Background: an optimization exercise with open tools, aiming at small area and a short achievable clock period. Do not read the settings as production practice.
At most, simulation tests tie the RTL to the original design; equivalence was not proved.
No activity file was given, so power comes from the tool's default toggle rates.

==> inputs of build 95 <==
## adder_tree_25
module adder_tree_25 (
    input  logic         clk,
    input  logic         rst,
    input  logic         in_valid,
    input  logic [399:0] in_data,
    output logic         res_valid,
    output logic [15:0]  res
);
export LEC_CHECK = 0
export CAP_MARGIN = 20
export CORE_MARGIN = 2
export CORE_UTILIZATION = 40
export CTS_BUF_LIST = sky130_fd_sc_hd__clkbuf_8
export CTS_CLUSTER_DIAMETER = 50
export CTS_CLUSTER_SIZE = 14
export SETUP_SLACK_MARGIN = 1.2
export SLEW_MARGIN = 20
create_clock -name core_clock -period 3.0 [get_ports {clk}]
standard.sh (not shown) runs the stock make flow with config.mk's settings and CLKGATE_MAP_FILE= SYNTH_SCRIPT=/design/flow/synth_recipe.tcl, a recipe that flattens the netlist after the stock synthesis.
==> flow/flow/run.sh <==
#!/bin/bash
# Own layout flow: the standard flow (standard.sh) with two changes.
#  1. After the standard synthesis, fapol.py re-chooses the polarity of the
#     full-adder cells so that the inverters extract_fa leaves around them go;
#     a Yosys equivalence proof against the standard netlist must pass, else
#     the standard netlist is kept.
#  2. Port buffers are sky130_fd_sc_hd__buf_1 (every port still gets one).
# Each tool writes its full output to a log file of its own in this folder.
set -uo pipefail
export BUFFER_PORTS_ARGS="-buffer_cell sky130_fd_sc_hd__buf_1"
HERE=$(pwd)
bash standard.sh synth > synth.log 2>&1 || exit 1
NET=$HERE/orfs/results/sky130hd/adder_tree_25/base/1_2_yosys.v
cp "$NET" "$HERE/netlist_standard.v"
if python3 "$HERE/flow/fapol.py" "$HERE/netlist_standard.v" "$HERE/netlist_fapol.v" > fapol.log 2>&1; then
  cat > equiv.ys <<EOT
read_liberty -ignore_miss_func $FLOW_HOME/platforms/sky130hd/lib/sky130_fd_sc_hd__tt_025C_1v80.lib
read_verilog $HERE/netlist_standard.v
rename $FLOW_TOP gold
read_verilog $HERE/netlist_fapol.v
rename $FLOW_TOP gate
setattr -mod -unset top gold gate
flatten gold gate
rename -hide gold/w:_* gate/w:_*
equiv_make gold gate eq
hierarchy -top eq
equiv_simple -seq 0
equiv_induct
equiv_status -assert
EOT
  if yosys -s equiv.ys > equiv.log 2>&1; then
    cp "$HERE/netlist_fapol.v" "$NET"
    touch "$NET"
    echo "fapol netlist used" >> fapol.log
  else
    echo "equivalence failed: standard netlist kept" >> fapol.log
  fi
fi
bash standard.sh finish > finish.log 2>&1
Other scripts of this flow, unchanged in this note and not shown: flow/flow/fapol.py
==> build 98: changes against build 95 <==
--- a/flow/config.mk
+++ b/flow/config.mk
@@ -12,4 +12,4 @@
 export CTS_CLUSTER_DIAMETER = 50
 export CTS_CLUSTER_SIZE = 14
-export SETUP_SLACK_MARGIN = 1.2
+export SETUP_SLACK_MARGIN = 1.6
 export SLEW_MARGIN = 20
==> notes <==
In synthesized cell count, build 95 and build 98 do not differ.
In sequential cell count, build 95 and build 98 do not differ.
Clock-buffer cell count: build 98 is higher than build 95 (2).
Of build 95 and build 98, build 98 has the higher non-clock buffer count (gap 11).
In via count, build 98 and build 95 hardly differ.
Of build 98 and build 95, build 98 has the higher worst hold slack (gap 12 ps).
In synthesized area, build 98 and build 95 do not differ.
Of build 98 and build 95, build 98 has the higher clock skew (gap 6.0 ps).
Total power: build 98 is larger than build 95 (about 5%).
No functional check of the RTL was part of any run of this note.


==> run a <==
Another version of the RTL of adder_tree_25 (not shown whole).
export LEC_CHECK = 0
export CAP_MARGIN = 20
export CORE_MARGIN = 2
export CORE_UTILIZATION = 60
export SETUP_SLACK_MARGIN = 1.1
export SLEW_MARGIN = 20
create_clock -name core_clock -period 3.0 [get_ports {clk}]
Scripts as last shown in full above: flow/flow/run.sh
Other scripts of this flow, unchanged in this note and not shown: flow/flow/fapol.py
==> run b: changes against run a <==
--- a/flow/design.v
+++ b/flow/design.v
@@ -839,13 +839,13 @@
     wire c694;
     wire s695;
     wire c696;
     wire s697;
     logic [15:0] row_a, row_b;
     logic [10:0] lo_sum, lo_q;
-    logic [5:0] hi_a_q, hi_b_q;
+    logic [5:0] hi_sum, hi_q;
     logic [15:0] sum;
     assign s1 = in_data[0] ^ in_data[16] ^ in_data[32];
     assign c2 = (in_data[0] & in_data[16]) | (in_data[0] & in_data[32]) | (in_data[16] & in_data[32]);
     assign s3 = in_data[48] ^ in_data[64] ^ in_data[80];
     assign c4 = (in_data[48] & in_data[64]) | (in_data[48] & in_data[80]) | (in_data[64] & in_data[80]);
     assign s5 = in_data[96] ^ in_data[112] ^ in_data[128];
@@ -1519,13 +1519,14 @@
     assign s695 = p2_c14_0 ^ p2_c14_1 ^ p2_c14_2;
     assign c696 = (p2_c14_0 & p2_c14_1) | (p2_c14_0 & p2_c14_2) | (p2_c14_1 & p2_c14_2);
     assign s697 = p2_c15_0 ^ p2_c15_1 ^ p2_c15_2;
     assign row_a = {c696, c694, c692, c690, c688, c686, c684, c682, c680, c678, c676, s675, p2_c3_0, p2_c2_0, p2_c1_0, p2_c0_0};
     assign row_b = {s697, s695, s693, s691, s689, s687, s685, s683, s681, s679, s677, 1'b0, p2_c3_1, 1'b0, 1'b0, 1'b0};
     assign lo_sum = {1'b0, row_a[9:0]} + {1'b0, row_b[9:0]};
-    assign sum = {hi_a_q + hi_b_q + {5'd0, lo_q[10]}, lo_q[9:0]};
+    assign hi_sum = row_a[15:10] + row_b[15:10];
+    assign sum = {hi_q + {5'd0, lo_q[10]}, lo_q[9:0]};
     always_ff @(posedge clk) begin
         p1_c0_0 <= s413;
         p1_c1_0 <= s271;
         p1_c1_1 <= c414;
         p1_c1_2 <= s415;
         p1_c1_3 <= s417;
@@ -1680,14 +1681,13 @@
         p2_c14_1 <= c670;
         p2_c14_2 <= s671;
         p2_c15_0 <= s645;
         p2_c15_1 <= c672;
         p2_c15_2 <= s673;
         lo_q <= lo_sum;
-        hi_a_q <= row_a[15:10];
-        hi_b_q <= row_b[15:10];
+        hi_q <= hi_sum;
     end
     logic [2:0] vpipe;
     always_ff @(posedge clk) begin
         if (!rst) begin
             vpipe <= '0;
         end else begin
Settings changed: CORE_UTILIZATION 60 to 40, CTS_BUF_LIST set to sky130_fd_sc_hd__clkbuf_8, CTS_CLUSTER_DIAMETER set to 50, CTS_CLUSTER_SIZE set to 14.
==> run c: changes against run a <==
--- a/flow/design.v
+++ b/flow/design.v
@@ -838,14 +838,12 @@
     wire s693;
     wire c694;
     wire s695;
     wire c696;
     wire s697;
     logic [15:0] row_a, row_b;
-    logic [10:0] lo_sum, lo_q;
-    logic [5:0] hi_a_q, hi_b_q;
     logic [15:0] sum;
     assign s1 = in_data[0] ^ in_data[16] ^ in_data[32];
     assign c2 = (in_data[0] & in_data[16]) | (in_data[0] & in_data[32]) | (in_data[16] & in_data[32]);
     assign s3 = in_data[48] ^ in_data[64] ^ in_data[80];
     assign c4 = (in_data[48] & in_data[64]) | (in_data[48] & in_data[80]) | (in_data[64] & in_data[80]);
     assign s5 = in_data[96] ^ in_data[112] ^ in_data[128];
@@ -1518,14 +1516,13 @@
     assign c694 = (p2_c13_0 & p2_c13_1) | (p2_c13_0 & p2_c13_2) | (p2_c13_1 & p2_c13_2);
     assign s695 = p2_c14_0 ^ p2_c14_1 ^ p2_c14_2;
     assign c696 = (p2_c14_0 & p2_c14_1) | (p2_c14_0 & p2_c14_2) | (p2_c14_1 & p2_c14_2);
     assign s697 = p2_c15_0 ^ p2_c15_1 ^ p2_c15_2;
     assign row_a = {c696, c694, c692, c690, c688, c686, c684, c682, c680, c678, c676, s675, p2_c3_0, p2_c2_0, p2_c1_0, p2_c0_0};
     assign row_b = {s697, s695, s693, s691, s689, s687, s685, s683, s681, s679, s677, 1'b0, p2_c3_1, 1'b0, 1'b0, 1'b0};
-    assign lo_sum = {1'b0, row_a[9:0]} + {1'b0, row_b[9:0]};
-    assign sum = {hi_a_q + hi_b_q + {5'd0, lo_q[10]}, lo_q[9:0]};
+    assign sum = row_a + row_b;
     always_ff @(posedge clk) begin
         p1_c0_0 <= s413;
         p1_c1_0 <= s271;
         p1_c1_1 <= c414;
         p1_c1_2 <= s415;
         p1_c1_3 <= s417;
@@ -1679,30 +1676,27 @@
         p2_c14_0 <= s641;
         p2_c14_1 <= c670;
         p2_c14_2 <= s671;
         p2_c15_0 <= s645;
         p2_c15_1 <= c672;
         p2_c15_2 <= s673;
-        lo_q <= lo_sum;
-        hi_a_q <= row_a[15:10];
-        hi_b_q <= row_b[15:10];
     end
-    logic [2:0] vpipe;
+    logic [1:0] vpipe;
     always_ff @(posedge clk) begin
         if (!rst) begin
             vpipe <= '0;
         end else begin
-            vpipe <= {vpipe[1:0], in_valid};
+            vpipe <= {vpipe[0:0], in_valid};
         end
     end
     always_ff @(posedge clk) begin
         if (!rst) begin
             res_valid <= 1'b0;
             res       <= '0;
         end else begin
-            res_valid <= vpipe[2];
-            if (vpipe[2]) begin
+            res_valid <= vpipe[1];
+            if (vpipe[1]) begin
                 res <= sum;
             end
         end
     end
 endmodule
Settings changed: CORE_UTILIZATION 60 to 40.
==> results.cfg <==
[outcome]
status = no timing/DRC/antenna violations

[worst_hold_path]
min_to = lo_q[0]

[layout]
nClkBuffers = 17
buf_share = 0.1102

[clock_tree]
cts.sinks = 195

[floorplan]
core_area_um2 = 28630

[pwr]
power_frac_seq = 0.348
leakage_nw = 5.102
That was run b.
==> results.cfg <==
[layout]
buf_share = 0.1086
nClkBuffers = 29

[clock_tree]
cts.sinks = 201

[worst_hold_path]
worstHoldPathCells = 2
min_to = vpipe[0]

[outcome]
status = no timing/DRC/antenna violations

[pwr]
power_frac_seq = 0.344
leakage_nw = 5.246

[drt]
wl_met1_um = 8291
That was run a.
==> results.cfg <==
[outcome]
status = no timing/DRC/antenna violations

[worst_hold_path]
min_to = vpipe[0]

[placement]
placed_cells = 1456

[layout]
nClkBuffers = 19
buf_share = 0.1193

[pwr]
power_frac_seq = 0.261

[timing]
max_slew_margin = 0.5630

[clock_tree]
cts.sinks = 177
That was run c.
Only the layout flow was run in run c; the RTL was not checked for function there.

-- afterwards: timing with drivers on the ports --
In the flow no input, the clock included, has a driving cell. The finished layouts below were timed again as built, in two steps. Step 1: set_driving_cell puts a clkbuf_16 on clk and a buf_2 on each other input, an assumption about the parent block. Step 2 times the ports against the registers' clock, not the clock port: input delays grow and output delays shrink by t, the midpoint of the rising clock arrivals with the driver on. Slacks: ideal / step 1 / step 2; pairs: ideal / step 1.
| run | t (ns) | setup slack, ns | worst data-port slew with drivers (ns) | pins driven straight from the clock port |
|---|---|---|---|---|
| build 95 | 0.579 | 1.242 / 1.242 / 1.085 | 0.11 | 1 |
| build 98 | 0.575 | 1.301 / 1.301 / 1.104 | 0.09 | 1 |
| run a | 0.530 | 1.040 / 1.040 / 0.638 | 0.06 | 1 |
| run b | 0.495 | 1.088 / 1.088 / 0.611 | 0.10 | 1 |
| run c | 0.470 | 0.653 / 0.653 / 0.610 | 0.09 | 1 |
After both steps every run listed still meets setup and hold. For run b, which loses most, drivers alone change the setup slack by 0.000 ns; drivers and shift together by -0.477 ns.
